This is an optimization exercise on Yosys and OpenROAD, whose aim is small area, a short achievable clock period and few clock cycles per item, not a production implementation. Where RTL was checked, it was by simulation tests only, not by an equivalence proof against the original. Function not checked in run 5: the RTL went through the layout flow alone.

==> flow/design.v <==
package aes_pkg;
   localparam int BYTE_W = 8;
   typedef logic [BYTE_W-1:0] lane_t;
endpackage
module sb_c_a21oi (input logic a1, a2, b1, output logic y); assign y = ~((a1 & a2) | b1); endmodule
module sb_c_a311o (input logic a1, a2, a3, b1, c1, output logic y); assign y = (a1 & a2 & a3) | b1 | c1; endmodule
module sb_c_and3 (input logic a, b, c, output logic y); assign y = a & b & c; endmodule
module sb_c_inv (input logic a, output logic y); assign y = ~a; endmodule
module sb_c_nor2 (input logic a, b, output logic y); assign y = ~(a | b); endmodule
module sb_c_o21ai (input logic a1, a2, b1, output logic y); assign y = ~((a1 | a2) & b1); endmodule
module sb_c_o2bb2ai (input logic a1_n, a2_n, b1, b2, output logic y); assign y = ~((~a1_n | ~a2_n) & (b1 | b2)); endmodule
module sb_c_o32a (input logic a1, a2, a3, b1, b2, output logic y); assign y = (a1 | a2 | a3) & (b1 | b2); endmodule
module sb_c_xnor2 (input logic a, b, output logic y); assign y = ~(a ^ b); endmodule
module sb_xor2 (input logic a, b, output logic y); assign y = a ^ b; endmodule
module sb_xnor2 (input logic a, b, output logic y); assign y = ~(a ^ b); endmodule
module sb_nand2 (input logic a, b, output logic y); assign y = ~(a & b); endmodule
module sb_nor2 (input logic a, b, output logic y); assign y = ~(a | b); endmodule
module sb_nand2b (input logic an, b, output logic y); assign y = ~(~an & b); endmodule
module sb_nor2b (input logic a, bn, output logic y); assign y = ~(a | ~bn); endmodule
module sb_mux2i (input logic s, a0, a1, output logic y); assign y = ~(s ? a1 : a0); endmodule
module sb_mux2 (input logic s, a0, a1, output logic y); assign y = s ? a1 : a0; endmodule
module sb_inv (input logic a, output logic y); assign y = ~a; endmodule
module sbox_st0 (input logic [7:0] si, input logic inv, output logic [11:0] so);
   logic n1;
   logic n2;
   logic n3;
   logic n4;
   logic n5;
   logic n6;
   logic n7;
   logic n8;
   logic n9;
   logic n10;
   logic n11;
   logic n12;
   logic n15;
   logic n16;
   logic n17;
   logic n18;
   logic n19;
   logic n20;
   logic n21;
   logic n22;
   logic T2;
   logic T3;
   logic T5;
   logic T6;
   logic T7;
   logic T8;
   logic T9;
   logic T11;
   logic T12;
   logic T14;
   logic T18;
   logic T20;
   logic T21;
   logic T22;
   logic T23;
   logic T24;
   logic T25;
   logic T26;
   logic T27;
   logic M1;
   logic M2;
   logic M3;
   logic M4;
   logic M5;
   logic M6;
   logic M7;
   logic M8;
   logic M9;
   logic M11;
   logic M12;
   logic M13;
   logic M14;
   logic M15;
   logic M16;
   logic M17;
   logic M18;
   logic n23;
   logic n24;
   logic n25;
   sb_xnor2 g0 (.a(si[2]), .b(si[5]), .y(n1));
   sb_xnor2 g1 (.a(si[1]), .b(si[6]), .y(n2));
   sb_xor2 g2 (.a(si[0]), .b(si[3]), .y(n3));
   sb_xor2 g3 (.a(si[4]), .b(si[7]), .y(n4));
   sb_xor2 g4 (.a(si[5]), .b(n3), .y(n5));
   sb_xnor2 g5 (.a(si[1]), .b(n4), .y(n6));
   sb_xor2 g6 (.a(si[2]), .b(n4), .y(n7));
   sb_xnor2 g7 (.a(si[0]), .b(n1), .y(n8));
   sb_xor2 g8 (.a(si[6]), .b(n3), .y(n9));
   sb_xnor2 g9 (.a(si[4]), .b(n2), .y(n10));
   sb_xnor2 g10 (.a(si[3]), .b(n2), .y(n11));
   sb_xor2 g11 (.a(si[7]), .b(n1), .y(n12));
   sb_mux2i g12 (.s(inv), .a0(si[0]), .a1(n12), .y(n15));
   sb_mux2i g13 (.s(inv), .a0(si[1]), .a1(n9), .y(n16));
   sb_mux2i g14 (.s(inv), .a0(si[2]), .a1(n6), .y(n17));
   sb_mux2i g15 (.s(inv), .a0(si[3]), .a1(n8), .y(n18));
   sb_mux2i g16 (.s(inv), .a0(si[4]), .a1(n11), .y(n19));
   sb_mux2i g17 (.s(inv), .a0(si[5]), .a1(n7), .y(n20));
   sb_mux2i g18 (.s(inv), .a0(si[6]), .a1(n5), .y(n21));
   sb_mux2i g19 (.s(inv), .a0(si[7]), .a1(n10), .y(n22));
   sb_xor2 g20 (.a(n22), .b(n19), .y(so[6]));
   sb_xor2 g21 (.a(n22), .b(n17), .y(T2));
   sb_xor2 g22 (.a(n22), .b(n16), .y(T3));
   sb_xor2 g23 (.a(n19), .b(n17), .y(so[7]));
   sb_xor2 g24 (.a(n18), .b(n16), .y(T5));
   sb_xor2 g25 (.a(so[6]), .b(T5), .y(T6));
   sb_xor2 g26 (.a(n21), .b(n20), .y(T7));
   sb_xnor2 g27 (.a(n15), .b(T6), .y(T8));
   sb_xnor2 g28 (.a(n15), .b(T7), .y(T9));
   sb_xor2 g29 (.a(T6), .b(T7), .y(so[3]));
   sb_xor2 g30 (.a(n21), .b(n17), .y(T11));
   sb_xnor2 g31 (.a(n20), .b(n17), .y(T12));
   sb_xor2 g32 (.a(T3), .b(so[7]), .y(so[4]));
   sb_xor2 g33 (.a(T6), .b(T11), .y(T14));
   sb_xor2 g34 (.a(T5), .b(T11), .y(so[2]));
   sb_xnor2 g35 (.a(T5), .b(T12), .y(so[0]));
   sb_xor2 g36 (.a(T9), .b(so[0]), .y(so[1]));
   sb_xor2 g37 (.a(n19), .b(n15), .y(T18));
   sb_xor2 g38 (.a(T7), .b(T18), .y(so[5]));
   sb_xor2 g39 (.a(so[6]), .b(so[5]), .y(T20));
   sb_xor2 g40 (.a(n16), .b(n15), .y(T21));
   sb_xor2 g41 (.a(T7), .b(T21), .y(T22));
   sb_xor2 g42 (.a(T2), .b(T22), .y(T23));
   sb_xor2 g43 (.a(T2), .b(so[3]), .y(T24));
   sb_xor2 g44 (.a(T20), .b(so[1]), .y(T25));
   sb_xor2 g45 (.a(T3), .b(so[0]), .y(T26));
   sb_xnor2 g46 (.a(so[6]), .b(T12), .y(T27));
   sb_nand2 g47 (.a(so[4]), .b(T6), .y(M1));
   sb_nand2 g48 (.a(T23), .b(T8), .y(M2));
   sb_xnor2 g49 (.a(T14), .b(M1), .y(M3));
   sb_nand2b g50 (.an(n15), .b(so[5]), .y(M4));
   sb_xnor2 g51 (.a(M4), .b(M1), .y(M5));
   sb_nand2 g52 (.a(T3), .b(so[0]), .y(M6));
   sb_nand2 g53 (.a(T22), .b(T9), .y(M7));
   sb_xnor2 g54 (.a(T26), .b(M6), .y(M8));
   sb_nand2 g55 (.a(T20), .b(so[1]), .y(M9));
   sb_nand2 g56 (.a(so[6]), .b(so[2]), .y(M11));
   sb_nand2 g57 (.a(so[7]), .b(T27), .y(M12));
   sb_xnor2 g58 (.a(M12), .b(M11), .y(M13));
   sb_nand2 g59 (.a(T2), .b(so[3]), .y(M14));
   sb_xnor2 g60 (.a(M14), .b(M11), .y(M15));
   sb_xor2 g61 (.a(M3), .b(M2), .y(M16));
   sb_xnor2 g62 (.a(M5), .b(T24), .y(M17));
   sb_xnor2 g63 (.a(M8), .b(M7), .y(M18));
   sb_xor2 g64 (.a(M16), .b(M13), .y(so[8]));
   sb_xnor2 g65 (.a(M17), .b(M15), .y(so[9]));
   sb_xnor2 g66 (.a(M18), .b(M13), .y(so[10]));
   sb_xnor2 g67 (.a(M6), .b(M11), .y(n23));
   sb_xor2 g68 (.a(n23), .b(M9), .y(n24));
   sb_xor2 g69 (.a(M14), .b(T25), .y(n25));
   sb_xnor2 g70 (.a(n24), .b(n25), .y(so[11]));
endmodule
module sbox_st1 (input logic [11:0] si, input logic inv, output logic [7:0] so);
   logic n10078;
   logic n10079;
   logic n10080;
   logic n10081;
   logic n10082;
   logic n10083;
   logic n10084;
   logic n10085;
   logic n10086;
   logic n10087;
   logic n10088;
   logic M37;
   logic M38;
   logic M39;
   logic M40;
   logic g11_w8;
   logic g11_w9;
   logic g11_w10;
   logic g11_w11;
   logic g11_w12;
   logic g11_w13;
   logic g11_w14;
   logic g11_w15;
   logic g11_w16;
   logic g11_w17;
   logic g11_w18;
   logic M41;
   logic M42;
   logic M43;
   logic M44;
   logic M45;
   logic M46;
   logic M47;
   logic M48;
   logic M49;
   logic M50;
   logic M51;
   logic M52;
   logic M53;
   logic M54;
   logic M55;
   logic M56;
   logic M57;
   logic M58;
   logic M59;
   logic M60;
   logic M61;
   logic M62;
   logic M63;
   logic n26;
   logic n27;
   logic n28;
   logic n29;
   logic n30;
   logic n31;
   logic n32;
   logic n33;
   logic n34;
   logic n35;
   logic n36;
   logic n37;
   logic n38;
   logic n39;
   logic n40;
   logic n41;
   logic n42;
   logic n43;
   logic n44;
   logic n45;
   logic n46;
   logic n47;
   logic n48;
   logic n51;
   logic n53;
   logic n54;
   logic n55;
   logic n58;
   sb_xnor2 g0 (.a(si[0]), .b(si[3]), .y(n10078));
   sb_xor2 g1 (.a(si[4]), .b(si[5]), .y(n10079));
   sb_xor2 g2 (.a(si[6]), .b(si[7]), .y(n10080));
   sb_xnor2 g3 (.a(si[2]), .b(n10078), .y(n10081));
   sb_xnor2 g4 (.a(si[1]), .b(n10078), .y(n10082));
   sb_xor2 g5 (.a(si[1]), .b(si[2]), .y(n10083));
   sb_xor2 g6 (.a(si[0]), .b(si[1]), .y(n10084));
   sb_xor2 g7 (.a(si[2]), .b(si[3]), .y(n10085));
   sb_xor2 g8 (.a(si[4]), .b(si[7]), .y(n10086));
   sb_xor2 g9 (.a(n10079), .b(n10080), .y(n10087));
   sb_xor2 g10 (.a(si[5]), .b(si[6]), .y(n10088));
   sb_c_inv g11_0 (.a(si[9]), .y(g11_w8));
   sb_c_inv g11_1 (.a(si[11]), .y(g11_w9));
   sb_c_o21ai g11_2 (.a1(g11_w8), .a2(si[8]), .b1(g11_w9), .y(g11_w10));
   sb_c_a21oi g11_3 (.a1(si[8]), .a2(si[10]), .b1(si[11]), .y(g11_w11));
   sb_c_o2bb2ai g11_4 (.a1_n(si[10]), .a2_n(g11_w10), .b1(g11_w11), .b2(si[9]), .y(M39));
   sb_c_inv g11_5 (.a(si[10]), .y(g11_w12));
   sb_c_nor2 g11_6 (.a(si[9]), .b(si[11]), .y(g11_w13));
   sb_c_and3 g11_7 (.a(si[8]), .b(si[10]), .c(si[11]), .y(g11_w14));
   sb_c_a21oi g11_8 (.a1(si[8]), .a2(g11_w12), .b1(g11_w8), .y(g11_w15));
   sb_c_a311o g11_9 (.a1(si[8]), .a2(g11_w12), .a3(g11_w13), .b1(g11_w14), .c1(g11_w15), .y(M38));
   sb_c_xnor2 g11_10 (.a(si[10]), .b(si[11]), .y(g11_w16));
   sb_c_a21oi g11_11 (.a1(si[9]), .a2(g11_w9), .b1(si[8]), .y(g11_w17));
   sb_c_a21oi g11_12 (.a1(g11_w8), .a2(g11_w16), .b1(g11_w17), .y(M37));
   sb_c_a21oi g11_13 (.a1(g11_w8), .a2(si[8]), .b1(g11_w12), .y(g11_w18));
   sb_c_o32a g11_14 (.a1(si[8]), .a2(g11_w12), .a3(g11_w13), .b1(g11_w18), .b2(si[11]), .y(M40));
   sb_xor2 g12 (.a(M38), .b(M40), .y(M41));
   sb_xor2 g13 (.a(M37), .b(M39), .y(M42));
   sb_xor2 g14 (.a(M37), .b(M38), .y(M43));
   sb_xor2 g15 (.a(M39), .b(M40), .y(M44));
   sb_xor2 g16 (.a(M42), .b(M41), .y(M45));
   sb_nand2 g17 (.a(M44), .b(n10081), .y(M46));
   sb_nand2 g18 (.a(M40), .b(n10082), .y(M47));
   sb_nand2 g19 (.a(M39), .b(n10083), .y(M48));
   sb_nand2 g20 (.a(M43), .b(si[0]), .y(M49));
   sb_nand2 g21 (.a(M38), .b(n10084), .y(M50));
   sb_nand2 g22 (.a(M37), .b(si[1]), .y(M51));
   sb_nand2 g23 (.a(M42), .b(si[2]), .y(M52));
   sb_nand2 g24 (.a(M45), .b(n10085), .y(M53));
   sb_nand2 g25 (.a(M41), .b(si[3]), .y(M54));
   sb_nand2 g26 (.a(M44), .b(si[4]), .y(M55));
   sb_nand2 g27 (.a(M40), .b(n10079), .y(M56));
   sb_nand2 g28 (.a(M39), .b(si[5]), .y(M57));
   sb_nand2 g29 (.a(M43), .b(n10086), .y(M58));
   sb_nand2 g30 (.a(M38), .b(n10087), .y(M59));
   sb_nand2 g31 (.a(M37), .b(n10088), .y(M60));
   sb_nand2 g32 (.a(M42), .b(si[6]), .y(M61));
   sb_nand2 g33 (.a(M45), .b(si[7]), .y(M62));
   sb_nand2 g34 (.a(M41), .b(n10080), .y(M63));
   sb_xnor2 g35 (.a(M61), .b(M62), .y(n26));
   sb_xnor2 g36 (.a(M55), .b(n26), .y(n27));
   sb_xnor2 g37 (.a(M50), .b(M56), .y(n28));
   sb_xor2 g38 (.a(M51), .b(M59), .y(n29));
   sb_xor2 g39 (.a(M49), .b(n28), .y(n30));
   sb_xnor2 g40 (.a(M54), .b(M58), .y(n31));
   sb_xor2 g41 (.a(M46), .b(M48), .y(n32));
   sb_xnor2 g42 (.a(M53), .b(n31), .y(n33));
   sb_xnor2 g43 (.a(n26), .b(n29), .y(n34));
   sb_xor2 g44 (.a(M60), .b(n32), .y(n35));
   sb_xor2 g45 (.a(M46), .b(M47), .y(n36));
   sb_xor2 g46 (.a(M52), .b(M53), .y(n37));
   sb_xor2 g47 (.a(M51), .b(n28), .y(n38));
   sb_xor2 g48 (.a(M50), .b(n33), .y(n39));
   sb_xnor2 g49 (.a(M52), .b(n35), .y(n40));
   sb_xnor2 g50 (.a(M61), .b(M63), .y(n41));
   sb_xnor2 g51 (.a(M49), .b(M58), .y(n42));
   sb_xnor2 g52 (.a(n26), .b(n35), .y(n43));
   sb_xor2 g53 (.a(n32), .b(n42), .y(n44));
   sb_xor2 g54 (.a(M56), .b(n36), .y(n45));
   sb_xnor2 g55 (.a(n30), .b(n37), .y(n46));
   sb_xor2 g56 (.a(M48), .b(n38), .y(n47));
   sb_xnor2 g57 (.a(M47), .b(n47), .y(n48));
   sb_xor2 g58 (.a(n34), .b(n39), .y(so[1]));
   sb_xnor2 g59 (.a(n27), .b(n46), .y(so[7]));
   sb_xnor2 g60 (.a(M57), .b(n30), .y(n51));
   sb_xnor2 g61 (.a(n34), .b(n44), .y(so[0]));
   sb_xor2 g62 (.a(n33), .b(n51), .y(n53));
   sb_xor2 g63 (.a(n37), .b(n45), .y(n54));
   sb_xor2 g64 (.a(n30), .b(n36), .y(n55));
   sb_xor2 g65 (.a(n27), .b(n54), .y(so[6]));
   sb_xnor2 g66 (.a(n43), .b(n53), .y(so[2]));
   sb_xnor2 g67 (.a(n31), .b(n41), .y(n58));
   sb_xor2 g68 (.a(n40), .b(n58), .y(so[5]));
   sb_xnor2 g69 (.a(n27), .b(n48), .y(so[3]));
   sb_xor2 g70 (.a(n27), .b(n55), .y(so[4]));
endmodule
module sbox_st2 (input logic [7:0] si, input logic inv, output logic [7:0] so);
   logic n62;
   logic n63;
   logic n64;
   logic n65;
   logic n66;
   logic n67;
   logic n68;
   logic n69;
   logic n70;
   logic n71;
   logic n72;
   logic n73;
   sb_xor2 g0 (.a(si[0]), .b(si[3]), .y(n62));
   sb_xnor2 g1 (.a(si[4]), .b(si[7]), .y(n63));
   sb_xnor2 g2 (.a(si[1]), .b(si[6]), .y(n64));
   sb_xnor2 g3 (.a(si[2]), .b(si[5]), .y(n65));
   sb_xnor2 g4 (.a(si[4]), .b(n64), .y(n66));
   sb_xor2 g5 (.a(si[5]), .b(n62), .y(n67));
   sb_xor2 g6 (.a(si[6]), .b(n62), .y(n68));
   sb_xnor2 g7 (.a(si[3]), .b(n64), .y(n69));
   sb_xor2 g8 (.a(si[1]), .b(n63), .y(n70));
   sb_xnor2 g9 (.a(si[2]), .b(n63), .y(n71));
   sb_xor2 g10 (.a(si[7]), .b(n65), .y(n72));
   sb_xnor2 g11 (.a(si[0]), .b(n65), .y(n73));
   sb_mux2i g12 (.s(inv), .a0(si[0]), .a1(n72), .y(so[0]));
   sb_mux2i g13 (.s(inv), .a0(si[1]), .a1(n68), .y(so[1]));
   sb_mux2i g14 (.s(inv), .a0(si[2]), .a1(n70), .y(so[2]));
   sb_mux2i g15 (.s(inv), .a0(si[3]), .a1(n73), .y(so[3]));
   sb_mux2i g16 (.s(inv), .a0(si[4]), .a1(n69), .y(so[4]));
   sb_mux2i g17 (.s(inv), .a0(si[5]), .a1(n71), .y(so[5]));
   sb_mux2i g18 (.s(inv), .a0(si[6]), .a1(n67), .y(so[6]));
   sb_mux2i g19 (.s(inv), .a0(si[7]), .a1(n66), .y(so[7]));
endmodule
module subbytes_stream
#(
   parameter int LANES      = 16,
   parameter int CNT_W      = 32
) (
   input  logic                    clk,
   input  logic                    rst,
   input  logic                    in_valid,
   output logic                    in_ready,
   input  logic [aes_pkg::BYTE_W*LANES-1:0] in_data,
   input  logic                    in_inv,
   input  logic                    in_last,
   output logic                    out_valid,
   input  logic                    out_ready,
   output logic [aes_pkg::BYTE_W*LANES-1:0] out_data,
   output logic                    out_last,
   output logic [CNT_W-1:0]        beat_count
);
   localparam int W1 = 12;
   localparam int W2 = 8;
   logic [W1*LANES-1:0] s1_d, s1_q;
   logic [W2*LANES-1:0] s2_d, s2_q;
   logic [2:1] inv_q, last_q, valid_q;
   logic load, in_fire;
   logic [CNT_W-1:0] cnt_q, cnt_d;
   genvar gi;
   for (gi = 0; gi < LANES; gi++) begin : g_lane
      sbox_st0 u_st0 (.si(in_data[aes_pkg::BYTE_W*gi +: aes_pkg::BYTE_W]), .inv(in_inv), .so(s1_d[W1*gi +: W1]));
      sbox_st1 u_st1 (.si(s1_q[W1*gi +: W1]), .inv(inv_q[1]), .so(s2_d[W2*gi +: W2]));
      sbox_st2 u_st2 (.si(s2_q[W2*gi +: W2]), .inv(inv_q[2]), .so(out_data[aes_pkg::BYTE_W*gi +: aes_pkg::BYTE_W]));
   end
   assign load      = ~valid_q[2] | out_ready;
   assign in_ready  = load;
   assign in_fire   = in_valid & load;
   assign out_valid = valid_q[2];
   assign out_last  = last_q[2];
   beat_count_next #(.W(CNT_W)) u_cnt (.q(cnt_q), .inc(in_fire), .d(cnt_d));
   assign beat_count = cnt_q;
   always_ff @(posedge clk or posedge rst) begin
      if (rst) begin
         valid_q <= '0;
         cnt_q   <= '0;
      end else begin
         if (load) valid_q <= {valid_q[2-1:1], in_valid};
         cnt_q <= cnt_d;
      end
   end
   always_ff @(posedge clk) begin
      if (load) begin
         s1_q <= s1_d;
         inv_q[1] <= in_inv;
         last_q[1] <= in_last;
         s2_q <= s2_d;
         inv_q[2] <= inv_q[1];
         last_q[2] <= last_q[1];
      end
   end
endmodule
module beat_count_next
#(
   parameter int W = 32
) (
   input  logic [W-1:0] q,
   input  logic         inc,
   output logic [W-1:0] d
);
   logic [W-1:0] ones, tn;
   always_comb begin
      ones[0] = 1'b1;
      for (int i = 1; i < W; i++) ones[i] = ones[i-1] & q[i-1];
   end
   sb_xor2 u_b0 (.a(q[0]), .b(inc), .y(d[0]));
   assign tn[0] = 1'b0;
   genvar gi;
   for (gi = 1; gi < W; gi++) begin : g_bit
      sb_nand2 u_t (.a(inc), .b(ones[gi]), .y(tn[gi]));
      sb_xnor2 u_d (.a(q[gi]), .b(tn[gi]), .y(d[gi]));
   end
endmodule
==> flow/flow/run.sh <==
#!/bin/bash
# The standard layout (standard.sh), except that the port buffers that
# buffer_ports inserts are sky130_fd_sc_hd__buf_2 cells instead of its default pick.
set -euo pipefail
export BUFFER_PORTS_ARGS="-buffer_cell sky130_fd_sc_hd__buf_2"
bash standard.sh > standard_make.log 2>&1
==> flow/standard.sh <==
#!/bin/bash
# synth_recipe.tcl (not shown) runs the flow's synth.tcl, then flattens the netlist and writes it again
# the make line also repeats each setting of config.mk as NAME=value (left out here)
make -C /OpenROAD-flow-scripts/flow DESIGN_CONFIG=/design/flow/config.mk WORK_HOME=/design/flow/orfs CLKGATE_MAP_FILE= SYNTH_SCRIPT=/design/flow/synth_recipe.tcl "${@:-finish}"
==> flow/config.mk <==
export PLATFORM = sky130hd
export DESIGN_NAME = subbytes_stream
export DESIGN_NICKNAME = subbytes_stream
export VERILOG_FILES = /design/flow/design.v
export SDC_FILE = /design/flow/constraint.sdc
export NUM_CORES = 8
export LEC_CHECK = 0
export CAP_MARGIN = 20
export CORE_MARGIN = 2
export CORE_UTILIZATION = 45
export CTS_BUF_LIST = sky130_fd_sc_hd__clkbuf_8 sky130_fd_sc_hd__clkbuf_16
export CTS_CLUSTER_DIAMETER = 100
export CTS_CLUSTER_SIZE = 30
export PLACE_DENSITY = 0.6
export SETUP_SLACK_MARGIN = 2.3
export SLEW_MARGIN = 20
export SYNTH_HIERARCHICAL = 1
export SYNTH_MINIMUM_KEEP_SIZE = 0
==> flow/constraint.sdc <==
create_clock -name core_clock -period 5.5 [get_ports {clk}]
set_input_delay 1.1000 -clock core_clock [delete_from_list [all_inputs] [get_ports {clk}]]
set_output_delay 1.1000 -clock core_clock [all_outputs]
set_load 0.01 [all_outputs]
==> impl_metrics.tcl, run 1 <==
set metrics [dict create \
    die_y_um 279 \
    worst_pin_slew_ns 0.803 \
    core_area_mm2 0.0746 \
    hpwl_mm 52.4 \
    synth_fp_nets 3444 \
    drc_errors 0 \
    clkSinkCount 358 \
    gr-usage-all-layers_pct 16.6 \
    end_kind "output port" \
    setup_tns_ns 0 \
    wirelength_mm 66.8 \
    gr-total-overflow 0 \
    viasPerCell 4.73 \
    use_met3_pct 2.26 \
    final_max_slew_viol_count 0 \
    use_met2_pct 29.0 \
    fin_util_pct 52.5 \
    io_pins 297 \
    htree_levels 1 \
    status "finished clean" \
    ant_nets 0 \
    drive_gt1_share_pct 18.3 \
    vias 22000 \
    fin_nets 3796 \
    layout_common_cells "xor2_1 (1,025), xnor2_1 (818), nand2_1 (456)" \
    synth_warnings 8 \
    placementRows 100 \
    avgSynthCellArea_um2 10.3 \
    ys_seq_elements 358 \
    rsz0062_at_grt "true" \
    maxCapViolations 0 \
    cp.arrival_ns 1.99 \
    place_congestion 0.846 \
    hold_depth 0 \
    critPathSlowestCell "edfxtp_1" \
    area_delta_synth_final_pct 15.2 \
    r2r_setup_slack_ns 2.62 \
    yosys.area.top_type "edfxtp_1" \
    hold_viol 0 \
    hold_end "last_q[2]" \
    ys_seq_area_share_pct 31.1 \
    die_x_um 279 \
    reg2reg_to "s2_q[110]" \
    cpPeakStageDelay_ns 0.37 \
    cp_top_family "buffers and inverters" \
    synthTopCellsByArea "edfxtp_1 (29%), xor2_1 (28%), xnor2_1 (22%)" \
    first_pass_iters 5 \
    clk-insertion-delay-late_ns 0.59 \
    r2r-start "s1_q[166]" \
    cp_num_buf_inv 3 \
    slew_headroom_pct 46.4 \
    start_util_pct 45.6 \
    cts_tree "done" \
    cp_max_fo 26 \
    io_buffers 296 \
    final_common_cell "xor2_1" \
    grt.busiest_layer "met2" \
    syn_inst 3310 \
    hold_path.class "reg2reg" \
    cp-start-kind "flip-flop" \
    critPathKind "reg2out" \
    drt_iter0_markers 739 \
    clkTransAtPathRegs_ns 0.10 \
    grt_start_max_net_pins 124 \
    syn-cell-area_mm2 0.0340 \
    setup_viol 0 \
    path_cells "buf_4 -> buf_16 -> mux2i_2 -> buf_2" \
    min-delay-start "last_q[1]" \
    hold_buffers 0 \
    met1_usage_pct 22.3 \
    ys_types 30 \
    fin_crit_ns 3.09 \
    grt_pass1_vias 21900 \
    die_area_mm2 0.0777 \
    fmax_mhz 324 \
    grt_antenna_before_repair 7 \
    crit_required_ns 4.40 \
    wl_per_cell_um 14.4 \
    cts_made_buffers 24 \
    grt_pass1_wl_mm 109 \
    whs_ns 0.432 \
    fin_skew_ns 0.0283 \
    rr_worst_depth 9 \
    synth_top_area_share_pct 28.6 \
    clockRootBuffer "clkbuf_16" \
    min_period_over_period_pct 56.2 \
    cts_buffer_depth 3 \
]
cell type report:
type                            instances  area, µm²
Tap cell                              969       1210
Antenna cell                            2       5.00
Clock inverter                         19        289
Fill cell                            6812      35400
Clock buffer                           25        626
Timing Repair Buffer                  328       1880
Sequential cell                       358      10600
Inverter                               58        218
Multi-Input combinational cell       2892      24300
flip-flops by register name, indices dropped and copies added (netlist names):
| register | count |
|---|---|
| inv_q | 2 |
| valid_q | 2 |
| s2_q | 128 |
| last_q | 2 |
| s1_q | 192 |
| cnt_q | 32 |
modules after synthesis, one instance, submodules excluded, excerpt:
module / copies in the design / flops+latches
sb_c_xnor2: 16 / 0
sb_c_o21ai: 16 / 0
sb_c_o2bb2ai: 16 / 0
sb_nand2: 447 / 0
sb_c_and3: 16 / 0
sb_c_inv: 48 / 0
sb_xor2: 1089 / 0
sb_mux2i: 256 / 0
sb_c_a21oi: 80 / 0
subbytes_stream: 1 / 358
sb_c_o32a: 16 / 0
sb_xnor2: 831 / 0
sb_c_nor2: 16 / 0
sb_nand2b: 16 / 0
sb_c_a311o: 16 / 0
cell families after synthesis:
| group | Yosys count | share of synthesized area, % |
|---|---|---|
| mux | 257 | 7.58 |
| flops | 358 | 31.1 |
| compound gates | 144 | 3.95 |
| simple gates | 555 | 6.77 |
| buf+inv | 60 | 0.666 |
| xor+xnor | 1936 | 49.9 |
worst max-delay path by stage:
| stage | start | endpoint | cells past startpoint |
|---|---|---|---|
| 6_report | inv_q[2] | out_data[107] | 4 |
| 2_1_floorplan | inv_q[2] | out_data[0] | 1 |
| 4_1_cts | inv_q[2] | out_data[104] | 4 |
| 5_1_grt | in_inv | s1_q[59] | 10 |
| 3_5_place_dp | in_inv | s1_q[23] | 9 |
| 3_3_place_gp | in_inv | s1_q[47] | 9 |
metrics by stage:
step           area (µm²)  std cells  worst slack (ns)
2_1_floorplan       34800       3310            -0.288
3_3_place_gp        37600       4584              1.44
3_5_place_dp        37600       4584              1.40
4_1_cts             38700       4637              2.22
5_1_grt             39200       4651              2.28
6_report            39200       4651              2.41
cells in the mapped netlist:
master / number
nand4b_1: 1
nand3_1: 7
xnor2_1: 847
and2_2: 1
xor2_1: 1089
edfxtp_1: 324
mux2i_1: 256
nor2_1: 22
nand2_1: 456
buf_2: 1
a21oi_2: 80
nor4_2: 4
nand2b_4: 1
or4_4: 1
a311o_1: 16
o21ai_1: 16
nand2b_1: 16
or2b_1: 1
o2bb2ai_2: 16
inv_1: 58
and4_1: 1
nor4_1: 4
o32a_1: 16
buf_1: 1
mux2_4: 1
nand4_1: 6
dfrtp_1: 34
nor3_1: 10
and3_1: 20
and2_1: 4
timing repair:
action | 4_1_cts | 5_1_grt
cloned | 1 | 2
endpoints found under the setup margin | 142 | 58
setup buffers | 8 | 10
resized for setup | 12 | 58
pin swaps | 6 | 5
per-layer routing:
layer,wire length [µm],up-vias
met5,62,-
met4,764,10
met3,2290,56
met2,32200,241
met1,31500,10200
li1,-,11500
Testbench counts, summed over its fixed seeds: cycles 4,112, items 4,096.
==> run 2, diff against run 1 <==
--- a/flow/config.mk
+++ b/flow/config.mk
@@ -9,8 +9,8 @@
 export CORE_MARGIN = 2
 export CORE_UTILIZATION = 45
 export CTS_BUF_LIST = sky130_fd_sc_hd__clkbuf_8 sky130_fd_sc_hd__clkbuf_16
-export CTS_CLUSTER_DIAMETER = 100
-export CTS_CLUSTER_SIZE = 30
+export CTS_CLUSTER_DIAMETER = 120
+export CTS_CLUSTER_SIZE = 24
 export PLACE_DENSITY = 0.6
 export SETUP_SLACK_MARGIN = 2.3
 export SLEW_MARGIN = 20
==> impl_metrics.tcl, run 2 <==
set metrics [dict create \
    r2r_setup_slack_ns 2.62 \
    cts_buffer_depth 3 \
    fin_skew_ns 0.0145 \
    hold_viol 0 \
    wirelength_mm 66.5 \
    rr_worst_depth 9 \
    hold_end "last_q[2]" \
    rsz0062_at_grt "true" \
    dp_slack_ns 1.40 \
    fin_util_pct 52.1 \
    cts_made_buffers 19 \
    layout_setup_ws_ns 2.38 \
    ys_types 30 \
    drc_errors 0 \
    clkTransAtPathRegs_ns 0.10 \
    setup_tns_ns 0 \
    grt_pass1_wl_mm 109 \
    crit_required_ns 5.80 \
    die_area_mm2 0.0777 \
    synth-async-reset-ratio_pct 9.50 \
    hold_path.class "reg2reg" \
    synth_commonest_cells "xor2_1 (1,089), xnor2_1 (847), nand2_1 (456), edfxtp_1 (324), mux2i_1 (256)" \
    cts_tree "done" \
    htree_levels 1 \
    synthTopCellsByArea "edfxtp_1 (29%), xor2_1 (28%), xnor2_1 (22%)" \
    fin_nets 3794 \
    maxCapViolations 0 \
    synth_edf_count 324 \
    path_cells "buf_16 -> buf_12 -> mux2i_1 -> xor2_2 -> xor2_1 -> xor2_1 -> xor2_1 -> xor2_1 -> xnor2_1" \
    setup_viol 0 \
    cp-start-kind "primary input" \
    synth_top_area_share_pct 28.6 \
    synth_fp_nets 3444 \
    post_dp_cell_area_mm2 0.0376 \
    layout_common_cells "xor2_1 (1,023), xnor2_1 (818), nand2_1 (456)" \
    start_util_pct 45.6 \
    yosys.area.top_type "edfxtp_1" \
    core_area_mm2 0.0746 \
    critPathSlowestCell "mux2i_1" \
    fin_cells 4640 \
    avgSynthCellArea_um2 10.3 \
    viasPerCell 4.72 \
    wl_per_cell_um 14.3 \
    hold_depth 0 \
    min-delay-start "last_q[1]" \
    die_x_um 279 \
    final_max_slew_viol_count 0 \
    slew_headroom_pct 46.6 \
    reg.largest.list "s1_q (192), s2_q (128), cnt_q (32)" \
    cpPeakStageDelay_ns 0.41 \
    reg2reg_to "s2_q[28]" \
    place_congestion 0.846 \
    cp.arrival_ns 3.42 \
    clk-insertion-delay-late_ns 0.55 \
    io_pins 297 \
    post-place-cells 4584 \
    clockRootBuffer "clkbuf_16" \
    cpMostUsedCell "xor2_1" \
    vias 21900 \
    syn_inst 3310 \
    status "finished clean" \
    ys_seq_elements 358 \
    fin_crit_ns 3.12 \
    first_pass_iters 4 \
    ys.flop_type "edfxtp_1" \
    yosysMostFrequentCell "xor2_1" \
    gr-total-overflow 0 \
    die_y_um 279 \
    worst_pin_slew_ns 0.801 \
    final_common_cell "xor2_1" \
    drt_iter0_markers 733 \
    io_buffers 296 \
    syn-cell-area_mm2 0.0340 \
    min_period_over_period_pct 56.8 \
    grt_antenna_before_repair 8 \
    ys_seq_area_share_pct 31.1 \
    whs_ns 0.430 \
    gr-usage-all-layers_pct 16.7 \
    largest_register "s1_q" \
    fmax_mhz 320 \
    largest_reg_flops 192 \
    hold_buffers 0 \
    grt_pass1_vias 21800 \
    ant_nets 0 \
    fin_area_mm2 0.0388 \
    placementRows 100 \
    critPathKind "in2reg" \
    grt_start_max_net_pins 124 \
    area_delta_synth_final_pct 14.3 \
    end_kind "flip-flop" \
    drive_gt1_share_pct 17.7 \
    r2r-start "s1_q[46]" \
    cp_max_fo 30 \
    clkSinkCount 358 \
    hpwl_mm 52.4 \
    synth_warnings 8 \
]
==> run 2: how the worst max path moves through the flow <==
| stage | end | cells after the start | startpoint | slack [ns] |
|---|---|---|---|---|
| floorplan | out_data[0] | 1 | inv_q[2] | -0.29 |
| global placement | s1_q[47] | 9 | in_inv | 1.44 |
| detailed placement | s1_q[23] | 9 | in_inv | 1.40 |
| CTS | out_data[107] | 4 | inv_q[2] | 2.29 |
| global route | s1_q[59] | 9 | in_inv | 2.23 |
| finish | s1_q[71] | 9 | in_inv | 2.38 |
==> run 2: per-module statistics from Yosys, one instance, submodules excluded, a selection <==
module,cells inside,flip-flops and latches
sb_nand2,1,0
sb_c_and3,1,0
sb_xor2,1,0
sb_c_inv,1,0
sb_c_o21ai,1,0
sb_c_xnor2,1,0
subbytes_stream,363,358
sb_xnor2,1,0
sb_c_a21oi,1,0
sb_c_o32a,1,0
sb_mux2i,1,0
sb_nand2b,1,0
sb_c_nor2,1,0
sb_c_o2bb2ai,1,0
==> run 2: layout make-up <==
cell class              count  area (µm²)
inverters                  58         218
clock buffers              19         475
fillers                  6864       35700
well taps                 969        1210
repair buffers            331        1900
multi-input cells        2892       24400
clock inverters            10        62.6
flip-flops and latches    358       10600
diodes                      3        7.51
==> run 2: worst max-delay path: cells and delay by family <==
| kind | cells | cell delay [ns] |
|---|---|---|
| mux | 1 | 0.41 |
| buf+inv | 2 | 0.52 |
| xor+xnor | 6 | 1.32 |
==> run 2: timing repair <==
item	4_1_cts	5_1_grt
setup endpoints to repair	80	60
gates cloned	2	1
pin swaps	3	9
gates resized for setup	15	56
buffers inserted	5	16
==> run 2: cell families (layout without fill, tap and decap cells) <==
logic type	count (synthesis)	count (layout)	share of synthesized area (%)
AO/OA/AOI/OAI	144	144	3.95
buffers and inverters	60	418	0.666
flip-flops	358	358	31.1
multiplexers	257	257	7.58
AND/OR/NAND/NOR	555	555	6.77
XOR/XNOR	1936	1936	49.9
other	0	3	0
==> run 2: layer usage <==
metal  wire length, µm  track usage [%]  share of wire [%]
met4               618             2.22               0.93
met5                59                0              0.089
met3              2480             2.32                3.7
met2             32000             29.3                 48
met1             31300             22.5                 47
==> run 3, diff against run 2 <==
==> flow/config.mk (replaced) <==
export PLATFORM = sky130hd
export DESIGN_NAME = subbytes_stream
export DESIGN_NICKNAME = subbytes_stream
export VERILOG_FILES = /design/flow/design.v
export SDC_FILE = /design/flow/constraint.sdc
export NUM_CORES = 8
export LEC_CHECK = 0
export CAP_MARGIN = 20
export CORE_MARGIN = 2
export CORE_UTILIZATION = 55
export CTS_BUF_LIST = sky130_fd_sc_hd__clkbuf_4 sky130_fd_sc_hd__clkbuf_8
export CTS_CLUSTER_DIAMETER = 80
export CTS_CLUSTER_SIZE = 20
export PLACE_DENSITY = 0.7
export SETUP_SLACK_MARGIN = 2.3
export SLEW_MARGIN = 20
export SYNTH_HIERARCHICAL = 1
export SYNTH_MINIMUM_KEEP_SIZE = 0
==> impl_metrics.tcl, run 3 <==
set metrics [dict create \
    status "finished clean" \
    synth_commonest_cells "xor2_1 (1,089), xnor2_1 (847), nand2_1 (456), edfxtp_1 (324), mux2i_1 (256)" \
    maxCapViolations 0 \
    clockRootBuffer "clkbuf_8" \
    cts_tree "done" \
    nFillCells 5015 \
    rsz0062_at_grt "true" \
    syn-cell-area_mm2 0.0340 \
    fmax_mhz 319 \
    fin_skew_ns 0.0270 \
    fin_crit_ns 3.13 \
    grt_pass1_vias 23400 \
    synth_warnings 8 \
    cp_top_family "buffers and inverters" \
    viasPerCell 5.11 \
    fin_cells 4487 \
    r2r_setup_slack_ns 2.52 \
    min_period_over_period_pct 57.0 \
    ys_seq_area_share_pct 31.1 \
    whs_ns 0.434 \
    grt_antenna_before_repair 4 \
    drc_errors 0 \
    ys_seq_elements 358 \
    clkSinkCount 358 \
    die_x_um 253 \
    cts_buffer_depth 3 \
    yosysMostFrequentCell "xor2_1" \
    gr-total-overflow 0 \
    ys_types 30 \
    avgSynthCellArea_um2 10.3 \
    synth_edf_count 324 \
    worst_pin_slew_ns 0.903 \
    critPathSlowestCell "edfxtp_1" \
    gr-usage-all-layers_pct 20.9 \
    end_kind "output port" \
    htree_levels 1 \
    die_area_mm2 0.0638 \
    post-place-cells 4404 \
    largest_reg_flops 192 \
    place_congestion 0.865 \
    synthTopCellsByArea "edfxtp_1 (29%), xor2_1 (28%), xnor2_1 (22%)" \
    yosys.area.top_type "edfxtp_1" \
    slew_headroom_pct 39.8 \
    cp_num_buf_inv 4 \
    placementRows 91 \
    hold_path.class "reg2reg" \
    cpPeakStageDelay_ns 0.45 \
    wirelength_mm 69.2 \
    layout_common_cells "xor2_1 (1,025), xnor2_1 (822), nand2_1 (456)" \
    final_max_slew_viol_count 0 \
    ant_nets 0 \
    clk-insertion-delay-late_ns 0.64 \
    drive_gt1_share_pct 18.1 \
    area_delta_synth_final_pct 13.8 \
    drt_iter0_markers 845 \
    synth_top_area_share_pct 28.6 \
    die_y_um 253 \
    io_buffers 296 \
    cp_max_fo 17 \
    largest_register "s1_q" \
    wl_per_cell_um 15.4 \
    cts_made_buffers 26 \
    hpwl_mm 53.8 \
    final_common_cell "xor2_1" \
    setup_viol 0 \
    fin_nets 3809 \
    cp-start-kind "flip-flop" \
    io_pins 297 \
    grt_start_max_net_pins 180 \
    syn_inst 3310 \
    core_area_mm2 0.0614 \
    clkTransAtPathRegs_ns 0.11 \
    critPathKind "reg2out" \
    ys.flop_type "edfxtp_1" \
    cp.arrival_ns 2.03 \
    crit_required_ns 4.40 \
    synth_fp_nets 3444 \
    setup_tns_ns 0 \
    vias 22900 \
    reg.largest.list "s1_q (192), s2_q (128), cnt_q (32)" \
    synth-async-reset-ratio_pct 9.50 \
    path_cells "buf_4 -> buf_12 -> buf_16 -> mux2i_1 -> buf_2" \
    hold_viol 0 \
    grt_pass1_wl_mm 112 \
    start_util_pct 55.4 \
    first_pass_iters 5 \
]
run 3: cell count changes in the layout (fill, tap and decap cells not counted), moves of 3 or more:
cell / previous run / this run
buf_12: 2 / 5
clkbuf_16: 20 / 2
clkbuf_4: 0 / 7
clkbuf_8: 0 / 28
inv_1: 65 / 58
mux2i_1: 157 / 166
mux2i_2: 88 / 82
mux2i_4: 11 / 8
xnor2_1: 818 / 822
xnor2_2: 29 / 25
run 3: final timing paths:
| kind | start | cells after the start | end |
|---|---|---|---|
| max in group asynchronous | rst | 3 | cnt_q[9] |
| hold / removal | inv_q[1] | 0 | inv_q[2] |
| setup / recovery | inv_q[2] | 5 | out_data[56] |
| min in group asynchronous | rst | 3 | cnt_q[24] |
| setup reg to reg | s1_q[118] | 9 | s2_q[75] |
| hold reg to reg | inv_q[1] | 0 | inv_q[2] |
run 3: modules after synthesis, one instance, submodules excluded, excerpt:
module,copies in the design,flops+latches
sb_nand2b,16,0
sb_mux2i,256,0
sb_c_and3,16,0
sb_xor2,1089,0
subbytes_stream,1,358
sb_c_o21ai,16,0
sb_c_inv,48,0
sb_c_xnor2,16,0
sb_c_a311o,16,0
sb_nand2,447,0
sb_c_a21oi,80,0
sb_xnor2,831,0
sb_c_o32a,16,0
run 3: cells by family (layout without fill, tap and decap cells):
family          count (synthesis)  count (layout)  synth area share [%]
buf+inv                        60             442                 0.666
compound gates                144             144                  3.95
flops                         358             358                  31.1
simple gates                  555             556                  6.77
mux                           257             257                  7.58
other cells                     0               4                     0
xor+xnor                     1936            1936                  49.9
run 3: area by class of cell:
type                       instances  area, µm²  area share [%]
timing repair buffer             338       2020            5.22
sequential                       358      10600            27.4
clock inverter                    11        130           0.337
antenna                            4       10.0          0.0259
multi-input combinational       2893      24300            62.8
tap                              790        988            2.56
inverter                          58        218           0.563
clock buffer                      35        438            1.13
run 3: worst reg2reg max path, cell delays in order, from the launching register on:
cell,delay [ns]
edfxtp_1,0.51
inv_1,0.19
a21oi_2,0.07
a311o_1,0.39
xor2_1,0.33
xor2_1,0.25
nand2_1,0.11
xnor2_1,0.39
xnor2_1,0.32
xnor2_1,0.17
run 3: routing by layer:
metal	vias to the layer above	GRT usage (%)	share of wire, %
met3	81	2.11	3.9
met4	2	5.11	2.2
met5	-	0	0.017
met1	10900	26.3	44
li1	11500	-	-
met2	394	38.5	50
run 3: per-stage QoR:
| stage | util (%) | worst slack [ns] | area (µm²) |
|---|---|---|---|
| 2_1_floorplan | - | -0.288 | 34800 |
| 3_3_place_gp | 60.9 | 1.36 | 37400 |
| 3_5_place_dp | 60.9 | 1.30 | 37400 |
| 4_1_cts | 62.3 | 2.26 | 38200 |
| 5_1_grt | 63.0 | 2.26 | 38600 |
| 6_report | 63.0 | 2.37 | 38700 |
run 3: what timing repair did:
| item | CTS | global route |
|---|---|---|
| hold buffers | 0 | 0 |
| setup endpoints to repair | 143 | 64 |
| resized for setup | 19 | 45 |
| pin swaps | 3 | 11 |
| gates cloned | 4 | 2 |
| hold endpoints to repair | 0 | 0 |
| setup buffers | 4 | 23 |
==> run 4, diff against run 3 <==
--- a/flow/config.mk
+++ b/flow/config.mk
@@ -7,11 +7,11 @@
 export LEC_CHECK = 0
 export CAP_MARGIN = 20
 export CORE_MARGIN = 2
-export CORE_UTILIZATION = 55
+export CORE_UTILIZATION = 40
 export CTS_BUF_LIST = sky130_fd_sc_hd__clkbuf_4 sky130_fd_sc_hd__clkbuf_8
 export CTS_CLUSTER_DIAMETER = 80
 export CTS_CLUSTER_SIZE = 20
-export PLACE_DENSITY = 0.7
+export PLACE_DENSITY = 0.55
 export SETUP_SLACK_MARGIN = 2.3
 export SLEW_MARGIN = 20
 export SYNTH_HIERARCHICAL = 1
==> impl_metrics.tcl, run 4 <==
set metrics [dict create \
    status "finished clean" \
    ys_seq_area_share_pct 31.1 \
    hold_path.class "reg2reg" \
    cp_top_family "flip-flops" \
    worst_pin_slew_ns 0.948 \
    vias 22000 \
    maxCapViolations 0 \
    ys.flop_type "edfxtp_1" \
    dr_wl_met2_mm 33.9 \
    grt_start_max_net_pins 159 \
    synth_commonest_cells "xor2_1 (1,089), xnor2_1 (847), nand2_1 (456), edfxtp_1 (324), mux2i_1 (256)" \
    synth_top_family_by_area "XOR/XNOR gates" \
    fin_skew_ns 0.0267 \
    placementRows 106 \
    viasPerCell 4.55 \
    fin_nets 3814 \
    area_delta_synth_final_pct 15.7 \
    hold_buffers 0 \
    die_area_mm2 0.0873 \
    reg.largest.list "s1_q (192), s2_q (128), cnt_q (32)" \
    htree_levels 1 \
    crit_required_ns 4.40 \
    synth_compound_gate_area_share_pct 3.95 \
    drc_errors 0 \
    synth-async-reset-ratio_pct 9.50 \
    ys_types 30 \
    synth_adder_area_share_pct 0 \
    dp_slack_ns 1.33 \
    clockRootBuffer "clkbuf_8" \
    hold_viol 0 \
    drive_gt1_share_pct 18.7 \
    wl_met3_mm 2.04 \
    fin_crit_ns 3.10 \
    die_x_um 295 \
    r2r_setup_slack_ns 2.59 \
    gr-total-overflow 0 \
    wl_per_cell_um 14.4 \
    synthXorXnorAreaFrac_pct 49.9 \
    synth_edf_count 324 \
    ys_seq_elements 358 \
    largest_register "s1_q" \
    fin_area_mm2 0.0393 \
    clk-insertion-delay-late_ns 0.67 \
    layout_common_cells "xor2_1 (1,023), xnor2_1 (817), nand2_1 (456)" \
    hpwl_mm 54.3 \
    rsz0062_at_grt "true" \
    ant_nets 0 \
    slew_headroom_pct 36.8 \
    grt_pass1_vias 22100 \
    cpPeakStageDelay_ns 0.51 \
    wirelength_mm 69.5 \
    end_kind "output port" \
    critPathSlowestCell "edfxtp_1" \
    synth_warnings 8 \
    wl_met1_mm 32.3 \
    clkTransAtPathRegs_ns 0.12 \
    yosysMostFrequentCell "xor2_1" \
    cp.arrival_ns 2.00 \
    fmax_mhz 323 \
    setup_viol 0 \
    start_util_pct 40.5 \
    final_common_cell "xor2_1" \
    place_congestion 0.814 \
    grt_antenna_before_repair 3 \
    avgSynthCellArea_um2 10.3 \
    drt_iter0_markers 697 \
    grt_pass1_wl_mm 111 \
    critPathKind "reg2out" \
    synth_top_area_share_pct 28.6 \
    final_max_slew_viol_count 0 \
    yosys.area.top_type "edfxtp_1" \
    synth_fp_nets 3444 \
    synthSimpleGateAreaFrac_pct 6.77 \
    cts_made_buffers 29 \
    path_cells "xor2_2 -> xor2_1 -> mux2i_2 -> buf_2" \
    cp-start-kind "flip-flop" \
    top_layer "met4" \
    syn_inst 3310 \
    cts_buffer_depth 3 \
    cts_tree "done" \
    core_area_mm2 0.0838 \
    min_period_over_period_pct 56.4 \
    synthTopCellsByArea "edfxtp_1 (29%), xor2_1 (28%), xnor2_1 (22%)" \
    io_buffers 296 \
    first_pass_iters 7 \
    clkSinkCount 358 \
    post_dp_cell_area_mm2 0.0379 \
    die_y_um 295 \
    io_pins 297 \
    cp_max_fo 3 \
    layout_setup_ws_ns 2.40 \
    gr-usage-all-layers_pct 15.4 \
    syn-cell-area_mm2 0.0340 \
    cp_num_buf_inv 1 \
    largest_reg_flops 192 \
    synthMuxAreaShare_pct 7.58 \
]
## run 4: stage by stage
step | util [%] | TNS [ns] | hold slack, ns | instances
2_1_floorplan | - | -36.91 | 0.400 | 3310
3_3_place_gp | 45.2 | 0 | 0.401 | 4751
3_5_place_dp | 45.2 | 0 | 0.405 | 4751
4_1_cts | 46.4 | 0 | 0.435 | 4820
5_1_grt | 46.9 | 0 | 0.441 | 4839
6_report | 46.9 | 0 | 0.436 | 4840
## run 4: cells by family (layout without fill, tap and decap cells)
logic type	Yosys count	after routing
muxes	257	257
xor gates and xnor gates	1936	1936
and+or+nand+nor	555	555
AOI/OAI and AO/OA	144	144
other	0	4
buffers and inverters	60	452
DFF	358	358
## run 4: worst reg2reg max path: cells and delay by family (launching register included)
family	cells	cell delay [ns]
and+or+nand+nor	2	0.32
xor gates and xnor gates	5	1.44
AOI/OAI and AO/OA	1	0.34
DFF	1	0.55
## run 4: path summary, 6_finish.rpt
| path | start | cells after the start | endpoint |
|---|---|---|---|
| hold reg to reg | inv_q[1] | 0 | inv_q[2] |
| hold / removal | inv_q[1] | 0 | inv_q[2] |
| setup / recovery | s2_q[32] | 4 | out_data[33] |
| max in group asynchronous | rst | 3 | cnt_q[13] |
| setup reg to reg | s1_q[188] | 8 | s2_q[124] |
| min in group asynchronous | rst | 3 | cnt_q[31] |
## run 4: layer usage
metal	vias up	track usage, %
li1	11500	-
met2	247	27.6
met3	57	1.26
met5	-	0
met1	10200	20.3
met4	0	3.03
## run 4: Yosys stat by module, one instance, submodules excluded, a selection
module      area (µm²)  cells  flops+latches
sb_mux2i          10.0      1              0
sb_nand2b         6.26      1              0
sb_c_nor2         3.75      1              0
sb_c_o21ai        5.00      1              0
sb_c_and3         6.26      1              0
sb_c_a21oi        8.76      1              0
sb_c_inv          3.75      1              0
## run 4: area by class of cell
cell class              instances  area [µm²]
clock inverters                22         201
diodes                          4        10.0
well taps                    1134        1420
clock buffers                  31         414
inverters                      58         218
multi-input cells            2892       24400
flip-flops and latches        358       10600
fillers                      8094       44500
repair buffers                341        2120
## run 4: timing repair
action	CTS	global route
pin swaps	0	7
hold endpoints to repair	0	0
buffers inserted	13	12
gates cloned	3	4
endpoints found under the setup margin	161	93
resized for setup	44	39
==> run 5, diff against run 4 <==
--- a/flow/design.v
+++ b/flow/design.v
@@ -3,14 +3,12 @@
    typedef logic [BYTE_W-1:0] lane_t;
 endpackage
 module sb_c_a21oi (input logic a1, a2, b1, output logic y); assign y = ~((a1 & a2) | b1); endmodule
-module sb_c_a311o (input logic a1, a2, a3, b1, c1, output logic y); assign y = (a1 & a2 & a3) | b1 | c1; endmodule
-module sb_c_and3 (input logic a, b, c, output logic y); assign y = a & b & c; endmodule
 module sb_c_inv (input logic a, output logic y); assign y = ~a; endmodule
+module sb_c_nand2 (input logic a, b, output logic y); assign y = ~(a & b); endmodule
+module sb_c_nand3 (input logic a, b, c, output logic y); assign y = ~(a & b & c); endmodule
+module sb_c_nand4 (input logic a, b, c, d, output logic y); assign y = ~(a & b & c & d); endmodule
 module sb_c_nor2 (input logic a, b, output logic y); assign y = ~(a | b); endmodule
 module sb_c_o21ai (input logic a1, a2, b1, output logic y); assign y = ~((a1 | a2) & b1); endmodule
-module sb_c_o2bb2ai (input logic a1_n, a2_n, b1, b2, output logic y); assign y = ~((~a1_n | ~a2_n) & (b1 | b2)); endmodule
-module sb_c_o32a (input logic a1, a2, a3, b1, b2, output logic y); assign y = (a1 | a2 | a3) & (b1 | b2); endmodule
-module sb_c_xnor2 (input logic a, b, output logic y); assign y = ~(a ^ b); endmodule
 module sb_xor2 (input logic a, b, output logic y); assign y = a ^ b; endmodule
 module sb_xnor2 (input logic a, b, output logic y); assign y = ~(a ^ b); endmodule
 module sb_nand2 (input logic a, b, output logic y); assign y = ~(a & b); endmodule
@@ -179,6 +177,14 @@
    logic g11_w16;
    logic g11_w17;
    logic g11_w18;
+   logic g11_w19;
+   logic g11_w20;
+   logic g11_w21;
+   logic g11_w22;
+   logic g11_w23;
+   logic g11_w24;
+   logic g11_w25;
+   logic g11_w26;
    logic M41;
    logic M42;
    logic M43;
@@ -242,20 +248,28 @@
    sb_xor2 g9 (.a(n10079), .b(n10080), .y(n10087));
    sb_xor2 g10 (.a(si[5]), .b(si[6]), .y(n10088));
    sb_c_inv g11_0 (.a(si[9]), .y(g11_w8));
-   sb_c_inv g11_1 (.a(si[11]), .y(g11_w9));
-   sb_c_o21ai g11_2 (.a1(g11_w8), .a2(si[8]), .b1(g11_w9), .y(g11_w10));
-   sb_c_a21oi g11_3 (.a1(si[8]), .a2(si[10]), .b1(si[11]), .y(g11_w11));
-   sb_c_o2bb2ai g11_4 (.a1_n(si[10]), .a2_n(g11_w10), .b1(g11_w11), .b2(si[9]), .y(M39));
-   sb_c_inv g11_5 (.a(si[10]), .y(g11_w12));
-   sb_c_nor2 g11_6 (.a(si[9]), .b(si[11]), .y(g11_w13));
-   sb_c_and3 g11_7 (.a(si[8]), .b(si[10]), .c(si[11]), .y(g11_w14));
-   sb_c_a21oi g11_8 (.a1(si[8]), .a2(g11_w12), .b1(g11_w8), .y(g11_w15));
-   sb_c_a311o g11_9 (.a1(si[8]), .a2(g11_w12), .a3(g11_w13), .b1(g11_w14), .c1(g11_w15), .y(M38));
-   sb_c_xnor2 g11_10 (.a(si[10]), .b(si[11]), .y(g11_w16));
-   sb_c_a21oi g11_11 (.a1(si[9]), .a2(g11_w9), .b1(si[8]), .y(g11_w17));
-   sb_c_a21oi g11_12 (.a1(g11_w8), .a2(g11_w16), .b1(g11_w17), .y(M37));
-   sb_c_a21oi g11_13 (.a1(g11_w8), .a2(si[8]), .b1(g11_w12), .y(g11_w18));
-   sb_c_o32a g11_14 (.a1(si[8]), .a2(g11_w12), .a3(g11_w13), .b1(g11_w18), .b2(si[11]), .y(M40));
+   sb_c_nand2 g11_1 (.a(g11_w8), .b(si[8]), .y(g11_w9));
+   sb_c_inv g11_2 (.a(si[8]), .y(g11_w10));
+   sb_c_nand2 g11_3 (.a(g11_w10), .b(si[9]), .y(g11_w11));
+   sb_c_inv g11_4 (.a(si[11]), .y(g11_w12));
+   sb_c_nand3 g11_5 (.a(g11_w9), .b(g11_w11), .c(g11_w12), .y(g11_w13));
+   sb_c_inv g11_6 (.a(si[10]), .y(g11_w14));
+   sb_c_o21ai g11_7 (.a1(si[9]), .a2(g11_w12), .b1(g11_w14), .y(g11_w15));
+   sb_c_nand2 g11_8 (.a(g11_w13), .b(g11_w15), .y(g11_w16));
+   sb_c_inv g11_9 (.a(g11_w16), .y(M39));
+   sb_c_nand4 g11_10 (.a(g11_w8), .b(g11_w14), .c(g11_w12), .d(si[8]), .y(g11_w17));
+   sb_c_nand2 g11_11 (.a(si[8]), .b(si[11]), .y(g11_w18));
+   sb_c_nand2 g11_12 (.a(g11_w18), .b(g11_w8), .y(g11_w19));
+   sb_c_o21ai g11_13 (.a1(g11_w10), .a2(si[10]), .b1(g11_w19), .y(g11_w20));
+   sb_c_nand2 g11_14 (.a(g11_w17), .b(g11_w20), .y(M38));
+   sb_c_a21oi g11_15 (.a1(si[8]), .a2(si[10]), .b1(si[9]), .y(g11_w21));
+   sb_c_nand2 g11_16 (.a(g11_w8), .b(si[10]), .y(g11_w22));
+   sb_c_nand3 g11_17 (.a(g11_w22), .b(si[8]), .c(si[11]), .y(g11_w23));
+   sb_c_o21ai g11_18 (.a1(si[11]), .a2(g11_w21), .b1(g11_w23), .y(M37));
+   sb_c_nor2 g11_19 (.a(si[11]), .b(g11_w14), .y(g11_w24));
+   sb_c_nand3 g11_20 (.a(g11_w24), .b(g11_w9), .c(g11_w11), .y(g11_w25));
+   sb_c_o21ai g11_21 (.a1(si[8]), .a2(g11_w14), .b1(si[11]), .y(g11_w26));
+   sb_c_nand2 g11_22 (.a(g11_w25), .b(g11_w26), .y(M40));
    sb_xor2 g12 (.a(M38), .b(M40), .y(M41));
    sb_xor2 g13 (.a(M37), .b(M39), .y(M42));
    sb_xor2 g14 (.a(M37), .b(M38), .y(M43));
--- a/flow/config.mk
+++ b/flow/config.mk
@@ -7,11 +7,9 @@
 export LEC_CHECK = 0
 export CAP_MARGIN = 20
 export CORE_MARGIN = 2
-export CORE_UTILIZATION = 40
+export CORE_UTILIZATION = 45
 export CTS_BUF_LIST = sky130_fd_sc_hd__clkbuf_4 sky130_fd_sc_hd__clkbuf_8
-export CTS_CLUSTER_DIAMETER = 80
-export CTS_CLUSTER_SIZE = 20
-export PLACE_DENSITY = 0.55
+export PLACE_DENSITY = 0.6
 export SETUP_SLACK_MARGIN = 2.3
 export SLEW_MARGIN = 20
 export SYNTH_HIERARCHICAL = 1
==> impl_metrics.tcl, run 5 <==
set metrics [dict create \
    ys_types 27 \
    cp_num_buf_inv 1 \
    fin_crit_ns 3.14 \
    synth_warnings 8 \
    hold_buffers 0 \
    synth_top_family_by_area "XOR/XNOR gates" \
    r2r-start "s1_q[104]" \
    htree_levels 3 \
    ys_seq_elements 358 \
    cts_buffer_depth 3 \
    die_x_um 278 \
    die_area_mm2 0.0773 \
    setup_tns_ns 0 \
    yosysMostFrequentCell "xor2_1" \
    place_congestion 0.850 \
    end_kind "output port" \
    gr-total-overflow 0 \
    layout_setup_ws_ns 2.36 \
    drc_errors 0 \
    synth_compound_gate_area_share_pct 1.36 \
    clk-insertion-delay-late_ns 0.65 \
    regArea_mm2 0.0106 \
    hold_viol 0 \
    cp.arrival_ns 2.04 \
    grt_pass1_wl_mm 111 \
    wirelength_mm 67.3 \
    rr_worst_depth 10 \
    core_area_mm2 0.0744 \
    cts_tree "done" \
    rsz0062_at_grt "true" \
    layout_common_cells "xor2_1 (1,025), xnor2_1 (802), nand2_1 (584)" \
    path_cells "xnor2_1 -> xnor2_1 -> mux2i_1 -> buf_2" \
    drt_iter0_markers 802 \
    die_y_um 278 \
    nFillCells 6759 \
    largest_register "s1_q" \
    synth_commonest_cells "xor2_1 (1,089), xnor2_1 (831), nand2_1 (584), edfxtp_1 (324), mux2i_1 (256)" \
    cp_max_fo 3 \
    grt_antenna_before_repair 11 \
    post_dp_cell_area_mm2 0.0375 \
    synthXorXnorAreaFrac_pct 49.8 \
    viasPerCell 4.70 \
    maxCapViolations 0 \
    status "finished clean" \
    crit_required_ns 4.40 \
    r2r_setup_slack_ns 2.78 \
    hold_end "inv_q[2]" \
    dp_slack_ns 1.32 \
    syn-cell-area_mm2 0.0338 \
    wl_per_cell_um 13.9 \
    cts_made_buffers 70 \
    cp_top_family "flip-flops" \
    synthTopCellsByArea "edfxtp_1 (29%), xor2_1 (28%), xnor2_1 (22%)" \
    syn_inst 3438 \
    yosys.area.top_type "edfxtp_1" \
    area_delta_synth_final_pct 17.0 \
    setup_viol 0 \
    synth_edf_count 324 \
    reg2reg_to "s2_q[70]" \
    critPathSlowestCell "edfxtp_1" \
    hold_depth 0 \
    synth_adder_area_share_pct 0 \
    fin_nets 3962 \
    vias 22800 \
    final_common_cell "xor2_1" \
    cpMostUsedCell "xnor2_1" \
    synth-async-reset-ratio_pct 9.50 \
    fin_area_mm2 0.0395 \
    reg.largest.list "s1_q (192), s2_q (128), cnt_q (32)" \
    synth_top_area_share_pct 28.8 \
    ys_seq_area_share_pct 31.3 \
    grt_pass1_vias 22700 \
    worst_pin_slew_ns 0.808 \
    avgSynthCellArea_um2 9.83 \
    clockRootBuffer "clkbuf_8" \
    grt_start_max_net_pins 132 \
    final_max_slew_viol_count 0 \
    cp-start-kind "flip-flop" \
    hold_path.class "reg2reg" \
    clkTransAtPathRegs_ns 0.06 \
    drive_gt1_share_pct 16.6 \
    fin_skew_ns 0.0317 \
    synthSimpleGateAreaFrac_pct 8.94 \
    start_util_pct 45.4 \
    placementRows 100 \
    slew_headroom_pct 46.2 \
    clkSinkCount 358 \
    multi_input_area_mm2 0.0240 \
    whs_ns 0.428 \
    ys.flop_type "edfxtp_1" \
    cpPeakStageDelay_ns 0.44 \
    synthMuxAreaShare_pct 7.63 \
    hpwl_mm 53.1 \
    io_pins 297 \
    gr-usage-all-layers_pct 17.3 \
    first_pass_iters 5 \
    top_layer "met5" \
    wl_met1_mm 29.2 \
    wl_met3_mm 2.46 \
    io_buffers 296 \
    ant_nets 0 \
    critPathKind "reg2out" \
    largest_reg_flops 192 \
    synth_fp_nets 3572 \
    dr_wl_met2_mm 33.7 \
    fmax_mhz 319 \
    min-delay-start "inv_q[1]" \
    min_period_over_period_pct 57.0 \
]
-- run 5: how the worst max path moves through the flow --
stage	cells past startpoint	end	slack, ns	start
2_1_floorplan	1	out_data[0]	-0.29	inv_q[2]
3_3_place_gp	9	s1_q[179]	1.35	in_inv
3_5_place_dp	9	s1_q[131]	1.32	in_inv
4_1_cts	4	out_data[38]	2.29	s2_q[35]
5_1_grt	4	out_data[37]	2.26	s2_q[39]
6_report	4	out_data[37]	2.36	s2_q[39]
-- run 5: worst register-to-register path, cell delays in order (launching register included) --
cell and delay (ns):
edfxtp_1 0.50, inv_1 0.11, nand2_1 0.08, nand3_1 0.09, nand2_1 0.15, xor2_1 0.34, xor2_1 0.23, nand2_1 0.09
xnor2_1 0.39, xnor2_1 0.26, xor2_1 0.20
-- run 5: logic make-up (layout without fill, tap and decap cells) --
family	after synthesis	in the layout
DFF	358	358
xor gates and xnor gates	1920	1920
muxes	257	257
and+or+nand+nor	731	731
buffers and inverters	92	532
other	0	7
AOI/OAI and AO/OA	80	80
-- run 5: metrics by stage --
stage / cells / util (%)
detailed placement: 4714 / 50.4
global route: 4850 / 53.1
floorplan: 3438 / -
global placement: 4714 / 50.4
finish: 4854 / 53.1
CTS: 4843 / 52.7
-- run 5: metal layers --
| metal | GRT usage, % | vias up |
|---|---|---|
| met2 | 31.0 | 283 |
| met3 | 3.25 | 118 |
| li1 | - | 11900 |
| met5 | 0 | - |
| met1 | 20.8 | 10500 |
| met4 | 5.45 | 12 |
-- run 5: cell type report --
type	count	share of cell area, %
antenna	7	0.0443
clock buffer	86	2.80
clock inverter	36	1.15
inverter	90	0.855
multi-input combinational	2988	60.7
sequential	358	26.8
tap	969	3.07
timing repair buffer	320	4.59
-- run 5: repair_timing --
item / in CTS / in global routing
buffers inserted: 5 / 3
pin swaps: 2 / 4
setup endpoints to repair: 65 / 64
gates cloned: 2 / 1
resized for setup: 21 / 37
-- run 5: per-module statistics from Yosys (local to each module, per instance), excerpt --
| module | cells inside | flops+latches | area [µm²] |
|---|---|---|---|
| sb_nand2 | 1 | 0 | 3.75 |
| sb_c_inv | 1 | 0 | 3.75 |
| sb_mux2i | 1 | 0 | 10.0 |
| sb_c_nand4 | 1 | 0 | 6.26 |
| sb_c_nand3 | 1 | 0 | 5.00 |
| sb_c_nand2 | 1 | 0 | 3.75 |
| sb_nand2b | 1 | 0 | 6.26 |
| sb_c_nor2 | 1 | 0 | 3.75 |

[static timing again, ports no longer ideal]
Ports are ideal in the flow. The routed layouts listed here were re-timed in OpenROAD.
Step 1 (the two cells are an assumption about what drives the block):
set clk [get_ports {clk}]
set_driving_cell -lib_cell sky130_fd_sc_hd__clkbuf_16 $clk
set_driving_cell -lib_cell sky130_fd_sc_hd__buf_2 [delete_from_list [all_inputs] $clk]
Step 2 also shifts input and output timing later by t, the mid clock arrival at the registers, as if the neighbouring blocks saw the same clock.
Slacks: no drivers / after step 1 / after step 2; pairs: no drivers / after step 1.
run	shift t [ns]	setup WS [ns]	worst setup path after step 2
run 1	0.635	2.409 / 2.185 / 1.550	input to register
run 2	0.598	2.377 / 2.148 / 1.550	input to register
run 3	0.681	2.367 / 2.309 / 1.633	input to register
run 4	0.714	2.400 / 2.307 / 1.593	input to register
run 5	0.692	2.363 / 2.240 / 1.548	input to register
After both steps every run listed still meets setup and hold. The setup slack of run 1, which loses most, moves by -0.224 ns with the drivers and by -0.859 ns with both steps.
